Background: an optimization exercise with open tools, aiming at small area. Do not read the settings as production practice. Only simulation tests tie the RTL to the original design; equivalence was not proved. Power figures rest on the tool's default switching activity, not on a simulated workload. The clock port is modelled as an ideal driver; clocking choices that lean on that would not hold on a real chip.

// output_collector
module output_collector #(
    parameter int FEATURE_MAP_WIDTH  = 4,
    parameter int FEATURE_MAP_HEIGHT = 4,
    parameter int OUTPUT_NB_CHANNELS = 6,
    parameter int OUT_WIDTH          = 16,
    parameter int FIFO_DEPTH         = 8
) (
    input  logic                       clk,
    input  logic                       arst_n_in,
    input  logic                       output_valid,
    input  logic [31:0]                output_x,
    input  logic [31:0]                output_y,
    input  logic [31:0]                output_ch,
    input  logic [95:0]                ods_data,
    output logic                       almost_full,
    output logic                       overflow,
    output logic                       host_valid,
    input  logic                       host_ready,
    output logic [OUT_WIDTH-1:0]       host_data,
    output logic [31:0]                host_x,
    output logic [31:0]                host_y,
    output logic [31:0]                host_ch,
    output logic                       frame_done
);
    localparam int FRAME_WORDS = FEATURE_MAP_WIDTH * FEATURE_MAP_HEIGHT * OUTPUT_NB_CHANNELS;
    function automatic logic [15:0] sat16(input logic [31:0] v);
        if (v[31] == 1'b0 && v[30:15] != 16'h0000) begin
            sat16 = 16'h7FFF;
        end else if (v[31] == 1'b1 && v[30:15] != 16'hFFFF) begin
            sat16 = 16'h8000;
        end else begin
            sat16 = v[15:0];
        end
    endfunction
    logic [31:0] mem_x  [8];
    logic [31:0] mem_y  [8];
    logic [2:0]  mem_ch [8];
    logic [15:0] mem_d0 [8];
    logic [15:0] mem_d1 [8];
    logic [15:0] mem_d2 [8];
    logic [7:0] rd_oh_q;      
    logic [2:0] wr_ptr_q;
    logic [3:0] count_q;
  ...
For scale: roughly 950 flip-flops, ~310 I/O pins.
clock: 7.0 ns
lec_check: 0
cap_margin: 20
core_margin: 2
core_utilization: 75
slew_margin: 20
standard.sh (not shown) runs the stock make flow with config.mk's settings and CLKGATE_MAP_FILE= SYNTH_SCRIPT=/design/flow/synth_recipe.tcl, a recipe that flattens the netlist after the stock synthesis.
==> flow/flow/run.sh <==
#!/bin/bash
set -euo pipefail
cd "$(dirname "$0")/.."
CTS="-sink_clustering_enable -repair_clock_nets -dont_use_dummy_load -sink_clustering_size 30 -sink_clustering_max_diameter 100 -buf_list sky130_fd_sc_hd__buf_12 -tree_buf sky130_fd_sc_hd__clkbuf_2 -root_buf sky130_fd_sc_hd__clkbuf_4"
bash standard.sh "BUFFER_PORTS_ARGS=-buffer_cell sky130_fd_sc_hd__buf_1" "CTS_ARGS=$CTS" finish > standard.log 2>&1
The starting point finished clean.
Edit:
Settings changed: CORE_UTILIZATION 75 to 60.
After rerunning:
- The changed run produced a clean layout
- setup slack loses 160 ps
- die area goes up by 25%
- sequential power hardly moves
- clock skew is about the same
- design area goes up by 0.88%
Edit:
==> flow/flow/run.sh (replaced) <==
#!/bin/bash
set -euo pipefail
cd "$(dirname "$0")/.."
export FLOW_FLOW_DIR="$PWD/flow"
CTS="-sink_clustering_enable -repair_clock_nets -dont_use_dummy_load -sink_clustering_size 28 -sink_clustering_max_diameter 100 -buf_list sky130_fd_sc_hd__buf_12 -tree_buf sky130_fd_sc_hd__clkbuf_2 -root_buf sky130_fd_sc_hd__clkbuf_4"
bash standard.sh "SYNTH_SCRIPT=$FLOW_FLOW_DIR/synth.tcl" \
  "BUFFER_PORTS_ARGS=-buffer_cell sky130_fd_sc_hd__buf_1" "CTS_ARGS=$CTS" finish > standard.log 2>&1
==> flow/flow/abc_area.script (new file) <==
strash
dc2
dch
amap -A 8 -F 4
==> flow/flow/synth.tcl (new file) <==
# The standard synthesis script (synth_recipe.tcl), with one change: ABC
# maps the combinational logic with the area-oriented script abc_area.script
# in this folder instead of ORFS's speed script. Flip-flops are mapped before
# ABC runs, so the registers, their names and cell types are the standard ones.
proc synth {args} { yosys synth -nofsm -noshare {*}$args }
proc abc {args} {
  set i [lsearch -exact $args -script]
  if {$i >= 0} { lset args [expr {$i + 1}] $::env(FLOW_FLOW_DIR)/abc_area.script }
  yosys abc {*}$args
}
source $::env(SCRIPTS_DIR)/synth.tcl
# left out here: clear keep_hierarchy, flatten, clean up, hide names made inside functions, write 1_2_yosys.v
Settings changed: CORE_UTILIZATION 60 to 55.
Outcome: The changed run ran to the end with no violations; sequential power barely changes; clock-buffer cell count rose by 1; design area shrinks slightly; wire length shrinks by a few percent; power came out higher slightly; core utilization falls by 4.2 points.

========
## onyx
output_collector, a different RTL version from the one above (not shown whole).
Size in the first run: roughly 310 I/O pins, roughly 0.035 mm² of cells after synthesis.
clock: 7.0 ns
lec_check: 0
cap_margin: 20
core_margin: 2
core_utilization: 60
slew_margin: 20
==> flow/flow/run.sh <==
#!/bin/bash
set -euo pipefail
cd "$(dirname "$0")/.."
CTS="-sink_clustering_enable -repair_clock_nets -dont_use_dummy_load -sink_clustering_size 30 -sink_clustering_max_diameter 100 -buf_list sky130_fd_sc_hd__clkbuf_16 -tree_buf sky130_fd_sc_hd__clkbuf_2 -root_buf sky130_fd_sc_hd__clkbuf_4"
bash standard.sh "BUFFER_PORTS_ARGS=-buffer_cell sky130_fd_sc_hd__buf_1" "CTS_ARGS=$CTS" finish > standard.log 2>&1
onyx reached the end of the flow, and the finished layout is clean on the timing, design-rule and antenna checks.
The following lists how indigo was set up differently from onyx:
Settings: changing CORE_UTILIZATION from 60 to 40.
### Flow results
Compared with onyx, in indigo number of placed cells counting well taps went up, global routing met3 resource utilization went down.
On internal power, onyx beats indigo.
[indigo] number of inserted filler cells in the final layout rose about 90% relative to onyx
Across both runs, final RePlAce weighted congestion was lower for indigo than for onyx.
Relative to onyx, the count of placed standard cells in the final layout, fillers left out measured on indigo has increased by more than 10%.
There was hardly any difference in number of instances on the worst hold path between indigo and onyx.
In the metrics for onyx and indigo, the one carrying the higher via count is indigo.
Cmp indigo vs onyx: count of antenna diodes in the layout higher in indigo
onyx -> indigo: flip-flop and latch count delta 0, exact match

========
## P
The RTL this note starts from:
==> flow/design.v <==
package output_collector_pkg;
    localparam int LANES       = 3;
    localparam int ACC_WIDTH   = 32;
    localparam int COORD_WIDTH = 32;
    typedef struct packed {
        logic [COORD_WIDTH-1:0]                x;
        logic [COORD_WIDTH-1:0]                y;
        logic [COORD_WIDTH-1:0]                ch;
        logic [LANES-1:0]                      lane_mask;
        logic [LANES-1:0][ACC_WIDTH-1:0]       data;
    } beat_t;
    typedef enum logic [1:0] {
        ST_IDLE = 2'd0,
        ST_EMIT = 2'd1,
        ST_DONE = 2'd2
    } state_t;
endpackage
module output_collector #(
    parameter int FEATURE_MAP_WIDTH  = 4,
    parameter int FEATURE_MAP_HEIGHT = 4,
    parameter int OUTPUT_NB_CHANNELS = 6,
    parameter int OUT_WIDTH          = 16,
    parameter int FIFO_DEPTH         = 8
) (
    input  logic                       clk,
    input  logic                       arst_n_in,
    input  logic                       output_valid,
    input  logic [31:0]                output_x,
    input  logic [31:0]                output_y,
    input  logic [31:0]                output_ch,
    input  logic [95:0]                ods_data,
    output logic                       almost_full,
    output logic                       overflow,
    output logic                       host_valid,
    input  logic                       host_ready,
    output logic [OUT_WIDTH-1:0]       host_data,
    output logic [31:0]                host_x,
    output logic [31:0]                host_y,
    output logic [31:0]                host_ch,
    output logic                       frame_done
);
    localparam int FRAME_WORDS = FEATURE_MAP_WIDTH * FEATURE_MAP_HEIGHT * OUTPUT_NB_CHANNELS;
    function automatic logic [15:0] sat16(input logic [31:0] v);
        if (v[31] == 1'b0 && v[30:15] != 16'h0000) begin
            sat16 = 16'h7FFF;
        end else if (v[31] == 1'b1 && v[30:15] != 16'hFFFF) begin
            sat16 = 16'h8000;
        end else begin
            sat16 = v[15:0];
        end
    endfunction
    logic [31:0] mem_x  [8];
    logic [31:0] mem_y  [8];
    logic [2:0]  mem_ch [8];
    logic [15:0] mem_d0 [8];
    logic [15:0] mem_d1 [8];
    logic [15:0] mem_d2 [8];
    logic [7:0] rd_oh_q;      
    logic [2:0] wr_ptr_q;
    logic [3:0] count_q;
    logic       hv_q;         
    logic       fd_q;         
    logic [1:0] lane_q;       
    logic [6:0] wcnt_q;
    logic       ovf_q;
    logic       push_req, full, empty, do_push, pop, take, last_lane, frame_end;
    logic [3:0] count_d;
    logic [7:0] rd_sel;
    logic [31:0] head_x, head_y;
    logic [2:0]  head_ch;
    logic [15:0] head_d0, head_d1, head_d2;
    assign push_req  = output_valid && (output_ch < 32'd6);
    assign full      = count_q[3];
    assign empty     = (count_q == 4'd0);
    assign last_lane = (lane_q == 2'd2) || ({1'b0, head_ch} + {2'b0, lane_q} == 4'd5);
    assign frame_end = (wcnt_q == 7'(FRAME_WORDS - 1));
    assign take      = hv_q && host_ready;
    assign pop       = take && last_lane;
    assign do_push   = push_req && (!full || pop);
    assign count_d   = count_q + 4'(do_push) - 4'(pop);
    always_ff @(posedge clk) begin
        if (do_push) begin
            mem_x[wr_ptr_q]  <= output_x;
            mem_y[wr_ptr_q]  <= output_y;
            mem_ch[wr_ptr_q] <= output_ch[2:0];
            mem_d0[wr_ptr_q] <= sat16(ods_data[31:0]);
            mem_d1[wr_ptr_q] <= sat16(ods_data[63:32]);
            mem_d2[wr_ptr_q] <= sat16(ods_data[95:64]);
        end
    end
    always_ff @(posedge clk) begin
        if (!arst_n_in) begin
            rd_oh_q  <= 8'd1;
            wr_ptr_q <= '0;
        end else begin
            if (pop)     rd_oh_q  <= {rd_oh_q[6:0], rd_oh_q[7]};
            if (do_push) wr_ptr_q <= wr_ptr_q + 3'd1;
        end
    end
    always_ff @(posedge clk) begin
        if (!arst_n_in) begin
            count_q <= '0;
            hv_q    <= 1'b0;
            fd_q    <= 1'b0;
            lane_q  <= '0;
            wcnt_q  <= '0;
            ovf_q   <= 1'b0;
        end else begin
            count_q <= count_d;
            if (push_req && full && !pop) ovf_q <= 1'b1;
            fd_q <= take && frame_end;
            if (take) begin
                lane_q <= last_lane ? 2'd0 : lane_q + 2'd1;
                wcnt_q <= frame_end ? 7'd0 : wcnt_q + 7'd1;
                hv_q   <= !frame_end && (!last_lane || count_d != 4'd0);
            end else if (!hv_q) begin
                hv_q <= !empty;
            end
        end
    end
    always_comb begin
        head_x = '0; head_y = '0; head_ch = '0;
        head_d0 = '0; head_d1 = '0; head_d2 = '0;
        for (int i = 0; i < 8; i++) begin
            rd_sel[i] = rd_oh_q[i];
            head_x  = head_x  | ({32{rd_sel[i]}} & mem_x[i]);
            head_y  = head_y  | ({32{rd_sel[i]}} & mem_y[i]);
            head_ch = head_ch | ({3{rd_sel[i]}}  & mem_ch[i]);
            head_d0 = head_d0 | ({16{rd_sel[i]}} & mem_d0[i]);
            head_d1 = head_d1 | ({16{rd_sel[i]}} & mem_d1[i]);
            head_d2 = head_d2 | ({16{rd_sel[i]}} & mem_d2[i]);
        end
    end
    always_comb begin
        case (lane_q)
            2'd0:    host_data = head_d0;
            2'd1:    host_data = head_d1;
            default: host_data = head_d2;
        endcase
    end
    assign host_x      = head_x;
    assign host_y      = head_y;
    assign host_ch     = {29'd0, head_ch + {1'b0, lane_q}};
    assign host_valid  = hv_q;
    assign frame_done  = fd_q;
    assign overflow    = ovf_q;
    assign almost_full = (count_q >= 4'd6);
endmodule
export LEC_CHECK = 0
export CAP_MARGIN = 5
export CORE_MARGIN = 2
export CORE_UTILIZATION = 70
export SLEW_MARGIN = 5
create_clock -name core_clock -period 7.0 [get_ports {clk}]
==> flow/flow/run.sh <==
#!/bin/bash
set -euo pipefail
cd "$(dirname "$0")/.."
export FLOW_FLOW_DIR="$PWD/flow"
CTS="-sink_clustering_enable -repair_clock_nets -dont_use_dummy_load -sink_clustering_size 28 -sink_clustering_max_diameter 100 -buf_list sky130_fd_sc_hd__buf_12 -tree_buf sky130_fd_sc_hd__clkbuf_2 -root_buf sky130_fd_sc_hd__clkbuf_4"
bash standard.sh "SYNTH_SCRIPT=$FLOW_FLOW_DIR/synth.tcl" \
  "BUFFER_PORTS_ARGS=-buffer_cell sky130_fd_sc_hd__buf_1" "CTS_ARGS=$CTS" finish > standard.log 2>&1
==> flow/flow/abc_area.script <==
strash
dc2
dch
amap -A 8 -F 4
==> flow/flow/synth.tcl <==
# The standard synthesis script (synth_recipe.tcl), with one change: ABC
# maps the combinational logic with the area-oriented script abc_area.script
# in this folder instead of ORFS's speed script. Flip-flops are mapped before
# ABC runs, so the registers, their names and cell types are the standard ones.
proc synth {args} { yosys synth -nofsm -noshare {*}$args }
proc abc {args} {
  set i [lsearch -exact $args -script]
  if {$i >= 0} { lset args [expr {$i + 1}] $::env(FLOW_FLOW_DIR)/abc_area.script }
  yosys abc {*}$args
}
source $::env(SCRIPTS_DIR)/synth.tcl
# left out here: clear keep_hierarchy, flatten, clean up, hide names made inside functions, write 1_2_yosys.v
Input changes introduced in Q (baseline for comparison: P):
- CAP_MARGIN: 5 -> 20
- SLEW_MARGIN: 5 -> 20
### Flow results
Comparing Q against P, there is no change at all in final worst slack.
There was hardly any difference in final critical-path share of the clock period between Q and P.
Comparing P against Q, there is no change at all in synthesis-to-finish area growth.
From P to Q, wire length of the first global-routing pass did not move at all.
Clock network power consumption across Q and P: no real change.
Area of the die: P vs Q, no meaningful difference
Diff P..Q | cell area after synthesis | unchanged
There was hardly any difference in starting density of the core between P and Q.
Re shortest clock period the worst path allows after layout: no difference whatsoever between P and Q.
Sequential power across Q and P: no real change.

## re-timing with driven ports
No port has a modelled driver above. Below, the same layouts with a new extraction and two added sets of constraints. Step 1 (the two cells are an assumption about what drives the block):
set clk [get_ports {clk}]
set_driving_cell -lib_cell sky130_fd_sc_hd__clkbuf_16 $clk
set_driving_cell -lib_cell sky130_fd_sc_hd__buf_2 [delete_from_list [all_inputs] $clk]
Step 2 times the ports against the registers' clock, not the clock port: input delays grow and output delays shrink by t, the midpoint of the rising clock arrivals with the driver on. Slacks: ideal ports / drivers / drivers and shift; pairs: ideal ports / drivers.
| run | t, ns | setup slack, ns | latest minus earliest clock arrival (ns) | worst register clock-pin slew, ns |
|---|---|---|---|---|
| the first run of note 1 | 0.918 | 1.851 / 1.793 / 1.916 | 0.079 / 0.079 | 0.12 / 0.12 |
| the second run of note 1 | 0.939 | 1.688 / 1.625 / 1.769 | 0.096 / 0.097 | 0.12 / 0.12 |
| the third run of note 1 | 0.913 | 1.591 / 1.532 / 2.134 | 0.086 / 0.085 | 0.12 / 0.12 |
| onyx | 0.941 | 1.714 / 1.655 / 2.023 | 0.082 / 0.082 | 0.11 / 0.11 |
| indigo | 0.954 | 1.523 / 1.462 / 2.040 | 0.153 / 0.153 | 0.12 / 0.12 |
| P | 0.947 | 1.317 / 1.260 / 1.703 | 0.055 / 0.055 | 0.11 / 0.11 |
| Q | 0.947 | 1.317 / 1.260 / 1.703 | 0.055 / 0.055 | 0.11 / 0.11 |
After both steps every run listed still meets setup and hold.
